Background: an optimization exercise with open tools, aiming at a short achievable clock period and few clock cycles. Do not read the settings as production practice. In this exercise RTL edits were held to simulation tests only and were not proved equivalent to the original. Power is estimated from default activity; no workload was simulated.

===== design/flow/design.v =====
package cpu_pkg;
  typedef logic [31:0] word_t;
  typedef logic [4:0]  reg_idx_t;
  typedef logic [3:0]  byte_en_t;
  localparam word_t    RESET_PC = 32'hbfc00000;
  localparam reg_idx_t LINK_REG = 5'd31;
  localparam int       NUM_REGS = 32;
  typedef enum logic [5:0] {
    OP_SPECIAL = 6'h00,
    OP_J       = 6'h02,
    OP_JAL     = 6'h03,
    OP_BEQ     = 6'h04,
    OP_BNE     = 6'h05,
    OP_ADDIU   = 6'h09,
    OP_ANDI    = 6'h0c,
    OP_ORI     = 6'h0d,
    OP_LUI     = 6'h0f,
    OP_LB      = 6'h20,
    OP_LW      = 6'h23,
    OP_LBU     = 6'h24,
    OP_SB      = 6'h28,
    OP_SW      = 6'h2b
  } opcode_e;
  typedef enum logic [5:0] {
    FN_SLL  = 6'h00,
    FN_ADDU = 6'h21,
    FN_SUBU = 6'h23,
    FN_AND  = 6'h24,
    FN_OR   = 6'h25,
    FN_XOR  = 6'h26,
    FN_SLT  = 6'h2a,
    FN_SLTU = 6'h2b
  } funct_e;
  typedef enum logic [3:0] {
    ALU_ADD, ALU_SUB, ALU_AND, ALU_OR, ALU_XOR,
    ALU_SLT, ALU_SLTU, ALU_SLL, ALU_LUI, ALU_LINK
  } alu_op_e;
  typedef enum logic [2:0] {
    MEM_NONE, MEM_LW, MEM_LB, MEM_LBU, MEM_SW, MEM_SB
  } mem_op_e;
endpackage
`timescale 1ns/1ps
module cpu_core (
  input  logic        clk,
  input  logic        arst_n_i,
  input  logic        bus_stall_i,
  output logic        inst_sram_en_o,
  output logic [31:0] inst_sram_addr_o,
  input  logic [31:0] inst_sram_rdata_i,
  output logic        data_sram_en_o,
  output logic [3:0]  data_sram_wen_o,
  output logic [31:0] data_sram_addr_o,
  output logic [31:0] data_sram_wdata_o,
  input  logic [31:0] data_sram_rdata_i,
  output logic [31:0] debug_wb_pc_o,
  output logic [3:0]  debug_wb_rf_wen_o,
  output logic [4:0]  debug_wb_rf_wnum_o,
  output logic [31:0] debug_wb_rf_wdata_o
);
  localparam logic [19:0] PAGE = 20'hbfc00;
  logic run;
  assign run = !bus_stall_i;
  logic [9:0]  f_pc, f_pc_h;   
  logic [9:0]  f_pc_n;
  logic        i_v;            
  logic [9:0]  i_pc;
  logic        h_v;            
  logic [31:0] h_ir;
  logic [9:0]  h_pc;
  logic        h_tk;
  logic [9:0]  h_tgt;
  logic [31:0] i_ir;
  logic [5:0]  i_op;
  logic        i_same, i_jmp, i_tk;
  logic [9:0]  i_tgt;
  assign i_ir   = inst_sram_rdata_i;
  assign i_op   = i_ir[31:26];
  assign i_same = (i_ir[25:21] == i_ir[20:16]);
  assign i_jmp  = (i_op[5:1] == 5'b00001);
  assign i_tk   = i_jmp || ((i_op == 6'h04) && (i_same || i_ir[15])) ||
                  ((i_op == 6'h05) && !i_same);
  assign i_tgt  = i_jmp ? i_ir[9:0] : f_pc_h + i_ir[9:0];
  logic        src_v, src_tk;
  logic [31:0] src_ir;
  logic [9:0]  src_pc, src_tgt;
  assign src_v   = h_v | i_v;
  assign src_ir  = h_v ? h_ir : i_ir;
  assign src_pc  = h_v ? h_pc : i_pc;
  assign src_tk  = h_v ? h_tk : (i_v & i_tk);
  assign src_tgt = h_v ? h_tgt : i_tgt;
  logic [31:0] i_rs_oh, i_rt_oh, h_rs_oh, h_rt_oh, src_rs_oh, src_rt_oh;
  always_comb begin
    for (int k = 0; k < 32; k++) begin
      i_rs_oh[k] = (i_ir[25:21] == k[4:0]);
      i_rt_oh[k] = (i_ir[20:16] == k[4:0]);
      h_rs_oh[k] = (h_ir[25:21] == k[4:0]);
      h_rt_oh[k] = (h_ir[20:16] == k[4:0]);
    end
  end
  assign src_rs_oh = h_v ? h_rs_oh : i_rs_oh;
  assign src_rt_oh = h_v ? h_rt_oh : i_rt_oh;
  logic       d_take;      
  logic       redirect;    
  logic [9:0] redir_pc;
  logic       accept;
  assign accept = d_take | !src_v;
  assign f_pc_n = redirect ? redir_pc : (accept ? (src_tk ? src_tgt : f_pc_h + 10'd1) : f_pc_h);
  always_ff @(posedge clk or negedge arst_n_i) begin
    if (!arst_n_i) begin
      f_pc_h <= '0;
      f_pc   <= '0;
      i_v    <= 1'b0;
      h_v    <= 1'b0;
    end else begin
      f_pc <= ({10{run}} & f_pc_n) | ({10{!run}} & f_pc_h);
      if (run) begin
        f_pc_h <= f_pc_n;
        i_v    <= accept & !redirect;
        if (redirect || d_take) begin
          h_v <= 1'b0;
        end else if (i_v) begin
          h_v <= 1'b1;
        end
      end
    end
  end
  always_ff @(posedge clk) begin
    if (run) begin
      i_pc <= f_pc_h;
      if (!h_v) begin
        h_ir  <= i_ir;
        h_pc  <= i_pc;
        h_tk  <= i_tk;
        h_tgt <= i_tgt;
      end
    end
  end
  assign inst_sram_en_o   = 1'b1;
  assign inst_sram_addr_o = {PAGE, f_pc, 2'b00};
  logic        d_v;
  logic [31:0] d_ir;
  logic [9:0]  d_pc;
  logic        d_pred;
  logic [31:0] d_rs_oh, d_rt_oh;
  logic [5:0]  d_op, d_fn;
  logic [4:0]  d_rs, d_rt, d_dest;
  logic        f_addu, f_subu, f_and, f_or, f_xor, f_slt, f_sltu, f_sll, r_ok;
  logic        o_addiu, o_andi, o_ori, o_lui, o_lb, o_lw, o_lbu, o_sb, o_sw;
  logic        o_beq, o_bne, o_j, o_jal;
  logic        d_load, d_store, d_uses_rs, d_uses_rt, d_writes, d_wreg;
  logic        d_sub, d_useimm, d_zero_a;
  logic [31:0] d_simm, d_imm;
  assign d_op = d_ir[31:26];
  assign d_fn = d_ir[5:0];
  assign d_rs = d_ir[25:21];
  assign d_rt = d_ir[20:16];
  assign f_addu = (d_op == 6'h00) && (d_fn == 6'h21);
  assign f_subu = (d_op == 6'h00) && (d_fn == 6'h23);
  assign f_and  = (d_op == 6'h00) && (d_fn == 6'h24);
  assign f_or   = (d_op == 6'h00) && (d_fn == 6'h25);
  assign f_xor  = (d_op == 6'h00) && (d_fn == 6'h26);
  assign f_slt  = (d_op == 6'h00) && (d_fn == 6'h2a);
  assign f_sltu = (d_op == 6'h00) && (d_fn == 6'h2b);
  assign f_sll  = (d_op == 6'h00) && (d_fn == 6'h00);
  assign r_ok   = f_addu | f_subu | f_and | f_or | f_xor | f_slt | f_sltu | f_sll;
  assign o_addiu = (d_op == 6'h09);
  assign o_andi  = (d_op == 6'h0c);
  assign o_ori   = (d_op == 6'h0d);
  assign o_lui   = (d_op == 6'h0f);
  assign o_lb    = (d_op == 6'h20);
  assign o_lw    = (d_op == 6'h23);
  assign o_lbu   = (d_op == 6'h24);
  assign o_sb    = (d_op == 6'h28);
  assign o_sw    = (d_op == 6'h2b);
  assign o_beq   = (d_op == 6'h04);
  assign o_bne   = (d_op == 6'h05);
  assign o_j     = (d_op == 6'h02);
  assign o_jal   = (d_op == 6'h03);
  assign d_load    = o_lb | o_lw | o_lbu;
  assign d_store   = o_sb | o_sw;
  assign d_uses_rs = (r_ok & !f_sll) | o_addiu | o_andi | o_ori | d_load | d_store | o_beq | o_bne;
  assign d_uses_rt = r_ok | d_store | o_beq | o_bne;
  assign d_writes  = r_ok | o_addiu | o_andi | o_ori | o_lui | d_load | o_jal;
  assign d_dest    = r_ok ? d_ir[15:11] : (o_jal ? 5'd31 : d_rt);
  assign d_wreg    = d_writes && (d_dest != 5'd0);
  assign d_sub    = f_subu | f_slt | f_sltu;
  assign d_useimm = o_addiu | o_andi | o_ori | o_lui | o_jal;
  assign d_zero_a = o_lui | o_jal;
  assign d_simm   = {{16{d_ir[15]}}, d_ir[15:0]};
  assign d_imm    = o_addiu ? d_simm :
                    o_lui   ? {d_ir[15:0], 16'h0000} :
                    o_jal   ? {PAGE, d_pc, 2'b00} + 32'd8 :
                              {16'h0000, d_ir[15:0]};
  logic [31:0] rf [1:31];
  logic        e_v, e_wreg, e_load;
  logic [4:0]  e_dest;
  logic [31:0] e_res;
  logic        m_wreg, m_load;
  logic [4:0]  m_dest;
  logic [31:0] m_res;
  logic        w_wreg, w_load;
  logic [4:0]  w_dest;
  logic [31:0] w_val, ld_val;
  logic [31:0] rs_val, rt_val, rs_base, rt_base, rs_mval, rt_mval;
  logic        rs_hit_e, rt_hit_e, rs_hit_m, rt_hit_m, rs_hit_w, rt_hit_w;
  logic        hazard;
  assign rs_hit_e = e_wreg && (e_dest == d_rs);
  assign rt_hit_e = e_wreg && (e_dest == d_rt);
  assign rs_hit_m = m_wreg && (m_dest == d_rs);
  assign rt_hit_m = m_wreg && (m_dest == d_rt);
  assign rs_hit_w = w_wreg && (w_dest == d_rs);
  assign rt_hit_w = w_wreg && (w_dest == d_rt);
  logic [31:0] rs_rf, rt_rf;
  always_comb begin
    rs_rf = '0;
    rt_rf = '0;
    for (int k = 1; k < 32; k++) begin
      rs_rf = rs_rf | ({32{d_rs_oh[k]}} & rf[k]);
      rt_rf = rt_rf | ({32{d_rt_oh[k]}} & rf[k]);
    end
  end
  assign rs_base = rs_hit_w ? w_val : rs_rf;
  assign rt_base = rt_hit_w ? w_val : rt_rf;
  assign rs_mval = rs_hit_m ? m_res : rs_base;
  assign rt_mval = rt_hit_m ? m_res : rt_base;
  assign rs_val  = rs_hit_e ? e_res : rs_mval;
  assign rt_val  = rt_hit_e ? e_res : rt_mval;
  assign hazard = d_v && ((d_uses_rs && ((rs_hit_e && e_load) || (rs_hit_m && m_load && !rs_hit_e))) ||
                          (d_uses_rt && ((rt_hit_e && e_load) || (rt_hit_m && m_load && !rt_hit_e))));
  assign d_take = !d_v || !hazard;
  always_ff @(posedge clk or negedge arst_n_i) begin
    if (!arst_n_i) begin
      d_v <= 1'b0;
    end else if (run) begin
      if (d_take) begin
        d_v <= src_v & !redirect;
      end
    end
  end
  always_ff @(posedge clk) begin
    if (run && d_take) begin
      d_ir   <= src_ir;
      d_pc   <= src_pc;
      d_pred <= src_tk;
      d_rs_oh <= src_rs_oh;
      d_rt_oh <= src_rt_oh;
    end
  end
  logic        e_store, e_br, e_bne, e_pred, e_sub;
  logic        e_lb, e_lw, e_sb, e_sw;
  logic        e_s_add, e_s_and, e_s_or, e_s_xor, e_s_slt, e_s_sltu, e_s_sll;
  logic [31:0] e_a, e_b, e_y, e_simm;
  logic [31:0] e_a_h, e_b_h, e_y_h;
  logic [31:0] e_a_n, e_b_n, e_y_n;
  logic [4:0]  e_sa;
  logic [9:0]  e_pc, e_tgt, e_fall;
  logic        go;
  assign go = d_v && !hazard;
  assign e_a_n = d_zero_a ? 32'd0 : rs_val;
  assign e_b_n = rt_val;
  assign e_y_n = d_useimm ? d_imm : (d_sub ? ~rt_val : rt_val);
  always_ff @(posedge clk or negedge arst_n_i) begin
    if (!arst_n_i) begin
      e_v     <= 1'b0;
      e_wreg  <= 1'b0;
      e_load  <= 1'b0;
      e_store <= 1'b0;
      e_br    <= 1'b0;
    end else if (run) begin
      e_v     <= go;
      e_wreg  <= go && d_wreg;
      e_load  <= go && d_load;
      e_store <= go && d_store;
      e_br    <= go && (o_beq || o_bne);
    end
  end
  always_ff @(posedge clk) begin
    e_a <= ({32{run}} & e_a_n) | ({32{!run}} & e_a_h);
    e_b <= ({32{run}} & e_b_n) | ({32{!run}} & e_b_h);
    e_y <= ({32{run}} & e_y_n) | ({32{!run}} & e_y_h);
  end
  always_ff @(posedge clk) begin
    if (run) begin
      e_a_h    <= e_a_n;
      e_b_h    <= e_b_n;
      e_y_h    <= e_y_n;
      e_dest   <= d_dest;
      e_bne    <= o_bne;
      e_pred   <= d_pred;
      e_sub    <= d_sub;
      e_lb     <= o_lb;
      e_lw     <= o_lw;
      e_sb     <= o_sb;
      e_sw     <= o_sw;
      e_s_add  <= f_addu | f_subu | o_addiu | o_lui | o_jal;
      e_s_and  <= f_and | o_andi;
      e_s_or   <= f_or | o_ori;
      e_s_xor  <= f_xor;
      e_s_slt  <= f_slt;
      e_s_sltu <= f_sltu;
      e_s_sll  <= f_sll;
      e_simm   <= d_simm;
      e_sa     <= d_ir[10:6];
      e_pc     <= d_pc;
      e_tgt    <= o_beq || o_bne ? d_pc + 10'd1 + d_ir[9:0] : d_ir[9:0];
      e_fall   <= d_pc + 10'd2;
    end
  end
  logic [33:0] e_s34;
  logic [31:0] e_sum, e_addr, e_sll_v;
  logic        e_cout, e_lt, e_ltu, e_eq, e_taken;
  assign e_s34   = {1'b0, e_a, 1'b1} + {1'b0, e_y, e_sub};
  assign e_sum   = e_s34[32:1];
  assign e_cout  = e_s34[33];
  assign e_lt    = (e_a[31] != e_b[31]) ? e_a[31] : e_sum[31];
  assign e_ltu   = !e_cout;
  assign e_sll_v = e_y << e_sa;
  assign e_res = ({32{e_s_add}}  & e_sum) |
                 ({32{e_s_and}}  & (e_a & e_y)) |
                 ({32{e_s_or}}   & (e_a | e_y)) |
                 ({32{e_s_xor}}  & (e_a ^ e_y)) |
                 ({32{e_s_slt}}  & {31'd0, e_lt}) |
                 ({32{e_s_sltu}} & {31'd0, e_ltu}) |
                 ({32{e_s_sll}}  & e_sll_v);
  assign e_addr  = e_a + e_simm;
  assign e_eq    = (e_a == e_b);
  assign e_taken = e_eq ^ e_bne;
  assign redirect = e_br && (e_taken != e_pred);
  assign redir_pc = e_taken ? e_tgt : e_fall;
  logic        m_lb, m_lw;
  logic [1:0]  m_lane;
  logic [9:0]  m_pc;
  logic        m_en_h;
  logic [3:0]  m_wen_h, m_wen_n;
  logic [31:0] m_addr_h, m_wdata_h, m_wdata_n;
  assign m_wen_n   = e_sw ? 4'b1111 : (e_sb ? (4'b0001 << e_addr[1:0]) : 4'b0000);
  assign m_wdata_n = e_sb ? {4{e_b[7:0]}} : e_b;
  always_ff @(posedge clk or negedge arst_n_i) begin
    if (!arst_n_i) begin
      data_sram_en_o <= 1'b0;
      m_en_h         <= 1'b0;
      m_wreg         <= 1'b0;
      m_load         <= 1'b0;
    end else begin
      data_sram_en_o <= (run & (e_load | e_store)) | (!run & m_en_h);
      if (run) begin
        m_en_h <= e_load | e_store;
        m_wreg <= e_wreg;
        m_load <= e_load;
      end
    end
  end
  always_ff @(posedge clk) begin
    data_sram_addr_o <= ({32{run}} & e_addr) | ({32{!run}} & m_addr_h);
    data_sram_wen_o <= ({4{run}} & m_wen_n) | ({4{!run}} & m_wen_h);
    data_sram_wdata_o <= ({32{run}} & m_wdata_n) | ({32{!run}} & m_wdata_h);
  end
  always_ff @(posedge clk) begin
    if (run) begin
      m_addr_h  <= e_addr;
      m_wen_h   <= m_wen_n;
      m_wdata_h <= m_wdata_n;
      m_dest    <= e_dest;
      m_res     <= e_res;
      m_lb      <= e_lb;
      m_lw      <= e_lw;
      m_lane    <= e_addr[1:0];
      m_pc      <= e_pc;
    end
  end
  logic        w_lb, w_lw;
  logic [1:0]  w_lane;
  logic [9:0]  w_pc;
  logic [31:0] w_res;
  logic [7:0]  w_byte;
  always_ff @(posedge clk or negedge arst_n_i) begin
    if (!arst_n_i) begin
      w_wreg <= 1'b0;
      w_load <= 1'b0;
    end else if (run) begin
      w_wreg <= m_wreg;
      w_load <= m_load;
    end
  end
  always_ff @(posedge clk) begin
    if (run) begin
      w_dest <= m_dest;
      w_res  <= m_res;
      w_lb   <= m_lb;
      w_lw   <= m_lw;
      w_lane <= m_lane;
      w_pc   <= m_pc;
    end
  end
  assign w_byte = data_sram_rdata_i[8*w_lane +: 8];
  assign ld_val = w_lw ? data_sram_rdata_i : {{24{w_lb & w_byte[7]}}, w_byte};
  assign w_val  = w_load ? ld_val : w_res;
  always_ff @(posedge clk or negedge arst_n_i) begin
    if (!arst_n_i) begin
      for (int i = 1; i < 32; i++) begin
        rf[i] <= '0;
      end
    end else if (run && w_wreg) begin
      rf[w_dest] <= w_val;
    end
  end
  logic        t_wen_h;
  logic [9:0]  t_pc_h;
  logic [4:0]  t_num_h;
  logic [31:0] t_data_h;
  logic        t_wen;
  logic [9:0]  t_pc;
  always_ff @(posedge clk or negedge arst_n_i) begin
    if (!arst_n_i) begin
      t_wen_h <= 1'b0;
      t_wen   <= 1'b0;
    end else begin
      t_wen <= (run & w_wreg) | (!run & t_wen_h);
      if (run) begin
        t_wen_h <= w_wreg;
      end
    end
  end
  always_ff @(posedge clk) begin
    t_pc <= ({10{run}} & w_pc) | ({10{!run}} & t_pc_h);
    debug_wb_rf_wnum_o <= ({5{run}} & w_dest) | ({5{!run}} & t_num_h);
    debug_wb_rf_wdata_o <= ({32{run}} & w_val) | ({32{!run}} & t_data_h);
    if (run) begin
      t_pc_h   <= w_pc;
      t_num_h  <= w_dest;
      t_data_h <= w_val;
    end
  end
  assign debug_wb_rf_wen_o = {4{t_wen}};
  assign debug_wb_pc_o     = {PAGE, t_pc, 2'b00};
endmodule

===== design/flow/flow/run.sh =====
#!/bin/bash
# The standard layout (the standard.sh, unchanged synthesis), with timing
# repair and ABC mapping aimed at a shorter clock than the 9.5 ns the SDC
# gives: the SDC itself is not touched. Each ORFS step writes its own log
# under orfs/logs; make's own output goes to standard.log.
set -euo pipefail
bash standard.sh SETUP_SLACK_MARGIN=6.2 ABC_CLOCK_PERIOD_IN_PS=3300 finish > standard.log 2>&1

===== design/flow/standard.sh =====
#!/bin/bash
# synth_recipe.tcl (not shown) runs the flow's synth.tcl, then flattens the netlist and writes it again
# the make line also repeats each setting of config.mk as NAME=value (left out here)
make -C /OpenROAD-flow-scripts/flow DESIGN_CONFIG=/design/flow/config.mk WORK_HOME=/design/flow/orfs CLKGATE_MAP_FILE= SYNTH_SCRIPT=/design/flow/synth_recipe.tcl "${@:-finish}"

===== design/flow/config.mk =====
export PLATFORM = sky130hd
export DESIGN_NAME = cpu_core
export DESIGN_NICKNAME = cpu_core
export VERILOG_FILES = /design/flow/design.v
export SDC_FILE = /design/flow/constraint.sdc
export NUM_CORES = 8
export LEC_CHECK = 0
export CAP_MARGIN = 20
export CORE_MARGIN = 2
export CORE_UTILIZATION = 30
export SLEW_MARGIN = 20

===== design/flow/constraint.sdc =====
create_clock -name core_clock -period 9.5 [get_ports {clk}]
set_input_delay 1.9000 -clock core_clock [delete_from_list [all_inputs] [get_ports {clk}]]
set_output_delay 1.9000 -clock core_clock [all_outputs]
set_load 0.01 [all_outputs]

==> impl_results.md <==
- Status: finished clean
- Worst path required time: a little over 10 ns
- Reg-to-reg slack, setup: 5.86 ns
- Critical path launch point: d_rt_oh[27]$_DFFE_PP_
- Power per cell area: approximately 240 nW/um2
- Top-Level Pins: about 240
- TritonCTS clock tree: built
- Worst-Skew Late Latency: approximately 0.9 ns
- DRT iter0 DRCs: around 15000
- Detail Placement HPWL: 236000 um
- Tmin final: 3.64 ns
- Simple-Gate Fraction of Synth Area: 10.7%
- Initial antenna violation count: 29
- Crit-path leading delay family: compound AO/OA/AOI/OAI gates
- Total track usage: between 20 and 30%
- H-tree depth: 4
- Slew margin rel.: 17.1%
- Slew Viols, Final: 0
- DR vias/cell: 6.35
- TritonCTS Buffers: ~180
- Clk buf depth: 3
- Post-place instance area: 90000 um2
- Crit-path max FO: 18
- Vias in the first global route: 73500
- Die height: 534 um
- Critical Path Sink Type: flop
- LEAKAGE: 0.0420 uW
- Netlist Area Pre-Place: roughly 84000 um2
- Post-layout util: approximately 37%
- Area Overhead vs Synth: 22.8%
- Final net count: 8613
- Final Hold Fails: 0
- Vias post-DR: about 78000
- Fin Setup TNS: 0 ns
- Max Freq: 275 MHz
- Fraction of registers with async set or reset after synthesis: 57.7%
- CP Launch Type: flop
- Post-route DRC: 0
- Layout cells sized above 1: 22.2%
- CP peak stage delay: 0.51 ns
- Max rail drop VDD: 161 uV
- Synth Warn #: 2
- Wirelength, routed: 414000 um
- Hold WS: 0.419 ns
- Post-route cell area: 104000 um2
- Largest family of logic cells by synthesized area: compound AO/OA/AOI/OAI gates
- TritonRoute pass-1 iters: 13
- Port bufs: about 200
- Post-synth EDFFs: between 500 and 600
- Adder-Cell Fraction of Synth Area: ~1.8%
- Worst R2R Start: d_rt_oh[27]$_DFFE_PP_
- Maxcap violations: 0
- HP Class: flop to flop
- Root Buffer: clkbuf_16
- Main synth FF type: dfrtp_1
- Compound-gate portion of the synthesized area: 22.3%
- Ordered cell list for the critical path: buf_4, buf_4, a22o_1, a221oi_1, nand4_1, nor3_1, a211oi_2, a211o_1, o31a_1, xnor2_2, a21oi_2, mux2_4
- Setup CP Type: flop to flop
- Synth Instances: 8154
- #FFs+latches synth: around 1800
- Die area: 285000 um2
- Max stage delay cell, worst path: nor3_1
- Die X: ~530 um
- Critical path buffer and inverter count: 2
- Largest net degree at the start of global routing: 167
- Rows: about 190
- RSZ-0062 raised after global routing: true
- Remaining antenna violation count: 0
- Worst Tran Pin Value: 1.24 ns
- Core Area: around 280000 um2
- Routability cong.: 0.966
- Count of cell types in the netlist: 102
- Sink Count: 1781
- Per-cell routed wire length: 33.5 um
- Fin crit share: 38.3%
- Initial Util: 30.2%
- Cell repeated most along the worst path: buf_4
- Final setup vio count: 0
- Seq/Total Area, Yosys: a little over half
- Post-Synth XOR/XNOR Area: 1.55%
- First-pass GRT wire length: about 570000 um
- Clk slew on worst S/H paths: 0.07 ns
- Worst Min Path Start: m_pc[8]$_DFFE_PN_
- Worst Skew: ~0.049 ns
- Multiplexer share of the synthesized area: ~4.4%
- Syn_area_per_cell: 10.3 um2
- Crit path arrival time: 4.41 ns
- Remaining Overflow, GRT: 0
kinds of logic after synthesis:
kind of cell | Yosys count
AOI/OAI and AO/OA | 2779
other | 2
adders and majority gates | 120
and+or+nand+nor | 2109
xor gates and xnor gates | 149
muxes | 299
DFF | 1781
buffers and inverters | 915
stage by stage:
step / setup slack (ns) / total power (uW) / instances
after detailed placement: 3.68 / 15200 / 11600
after global routing: 5.89 / 25400 / 12300
after floorplan: 5.06 / 12700 / 8197
final: 5.86 / 24700 / 12300
after CTS: 6.03 / 23800 / 12200
after global placement: 3.57 / 15100 / 11600
synth_stat cells (all sizes together) (23+ instances only):
library cell,number,area (um2)
nand2b,31,194
ha,115,1440
nor4,23,150
a211oi,113,848
a221oi,391,3440
dfrtp,1027,25700
a31oi,28,211
nand3,71,360
buf,126,749
a22o,383,3350
a22oi,178,1340
mux2,199,2240
nor2,275,1030
dfxtp,211,4220
nor3,92,472
xnor2,69,604
mux2i,66,661
nand2,1356,5090
a21oi,174,871
a222oi,64,641
inv,196,736
and3,31,194
a31o,26,228
clkbuf,592,2220
nand4,139,870
o21ai,1187,5940
xor2,80,701
edfxtp,543,16300
a21o,29,218
o211ai,26,195
mux4,34,830
o31ai,29,223
power by group:
part | internal [uW] | switching (uW)
sequential | 9030 | 870
combinational | 2800 | 4330
clock | 4350 | 3370
total | 16200 | 8560
state kept, by name (all words and copies together), names as in the netlist, 32 cells and up:
register and cells:
data_sram_wdata_o 32, e_b 32, rf 992, t_data_h 32, e_a 32, m_wdata_h 32, m_res 32, m_addr_h 32
e_a_h 32, e_y_h 32, e_b_h 32, debug_wb_rf_wdata_o 32, e_y 32, w_res 32, d_ir 32, data_sram_addr_o 32
h_ir 32
path summary, 6_finish.rpt:
check                                         endpoint  depth (start not counted)
worst max-delay path                   e_y[16]$_DFF_P_                         12
worst min-delay path                 w_pc[8]$_DFFE_PN_                          0
worst max register to register         e_y[16]$_DFF_P_                         12
worst min register to register       w_pc[8]$_DFFE_PN_                          0
max in group asynchronous       rf[12][25]$_DFFE_PN0P_                          3
min in group asynchronous        rf[20][9]$_DFFE_PN0P_                          1
area by class of cell:
cell class / instances / area [um2]
antenna: 30 / 75.1
clock buffer: 260 / 5320
clock inverter: 84 / 1050
fill: 27200 / 176000
inverter: 197 / 774
multi-input combinational: 5534 / 38500
sequential: 1781 / 46500
tap: 3724 / 4660
timing repair buffer: 727 / 6660
timing repair inverter: 2 / 17.5
per-layer routing:
| layer | wire, um | global-route usage (%) | vias to the layer above |
|---|---|---|---|
| met5 | 227 | 0.200 | - |
| met4 | 35900 | 18.1 | 22 |
| met3 | 66200 | 12.3 | 2040 |
| met2 | 160000 | 37.2 | 7202 |
| met1 | 151000 | 35.7 | 38200 |
| li1 | - | - | 30800 |
layout by cell type, fill, tap and decap left out, drive strengths merged, types with 92 or more instances in the layout:
| cell | n |
|---|---|
| edfxtp | 543 |
| o21ai | 1187 |
| mux2 | 199 |
| nor3 | 92 |
| nor2 | 276 |
| dfrtp | 1027 |
| buf | 673 |
| a211oi | 113 |
| nand4 | 139 |
| a21oi | 174 |
| inv | 205 |
| clkbuf | 272 |
| nand2 | 1356 |
| a22oi | 178 |
| a221oi | 391 |
| ha | 115 |
| dfxtp | 211 |
| a22o | 383 |
timing repair:
action	CTS	global route
setup buffers	205	110
gates resized for setup	1324	469
pin swaps	169	189
setup endpoints to repair	1709	878
cloned	42	3
hold buffers	0	0
Testbench counts, summed over its fixed seeds: cycles 117,654.

[port drivers added, routing unchanged]
Ports are ideal in the flow. The routed layout listed here was re-timed in OpenROAD. Step 1, drivers: a clkbuf_16 drives clk and a buf_2 each remaining input, both assumed. Step 2 moves the port delays by t, midway between the first and last clock arrival at a register: inputs arrive t later, outputs are due t later. That takes back most of the time a late clock gives input paths. a / b / c = ideal ports / drivers / drivers and shift; a / b = the first two.
t, ns: 0.964
slack for setup (ns): 5.858 / 5.858 / 5.013
slew at the worst register clock pin (ns): 0.07 / 0.07
After both steps this run still meets setup and hold. The setup slack of this run moves by 0.000 ns with the drivers and by -0.845 ns with both steps.
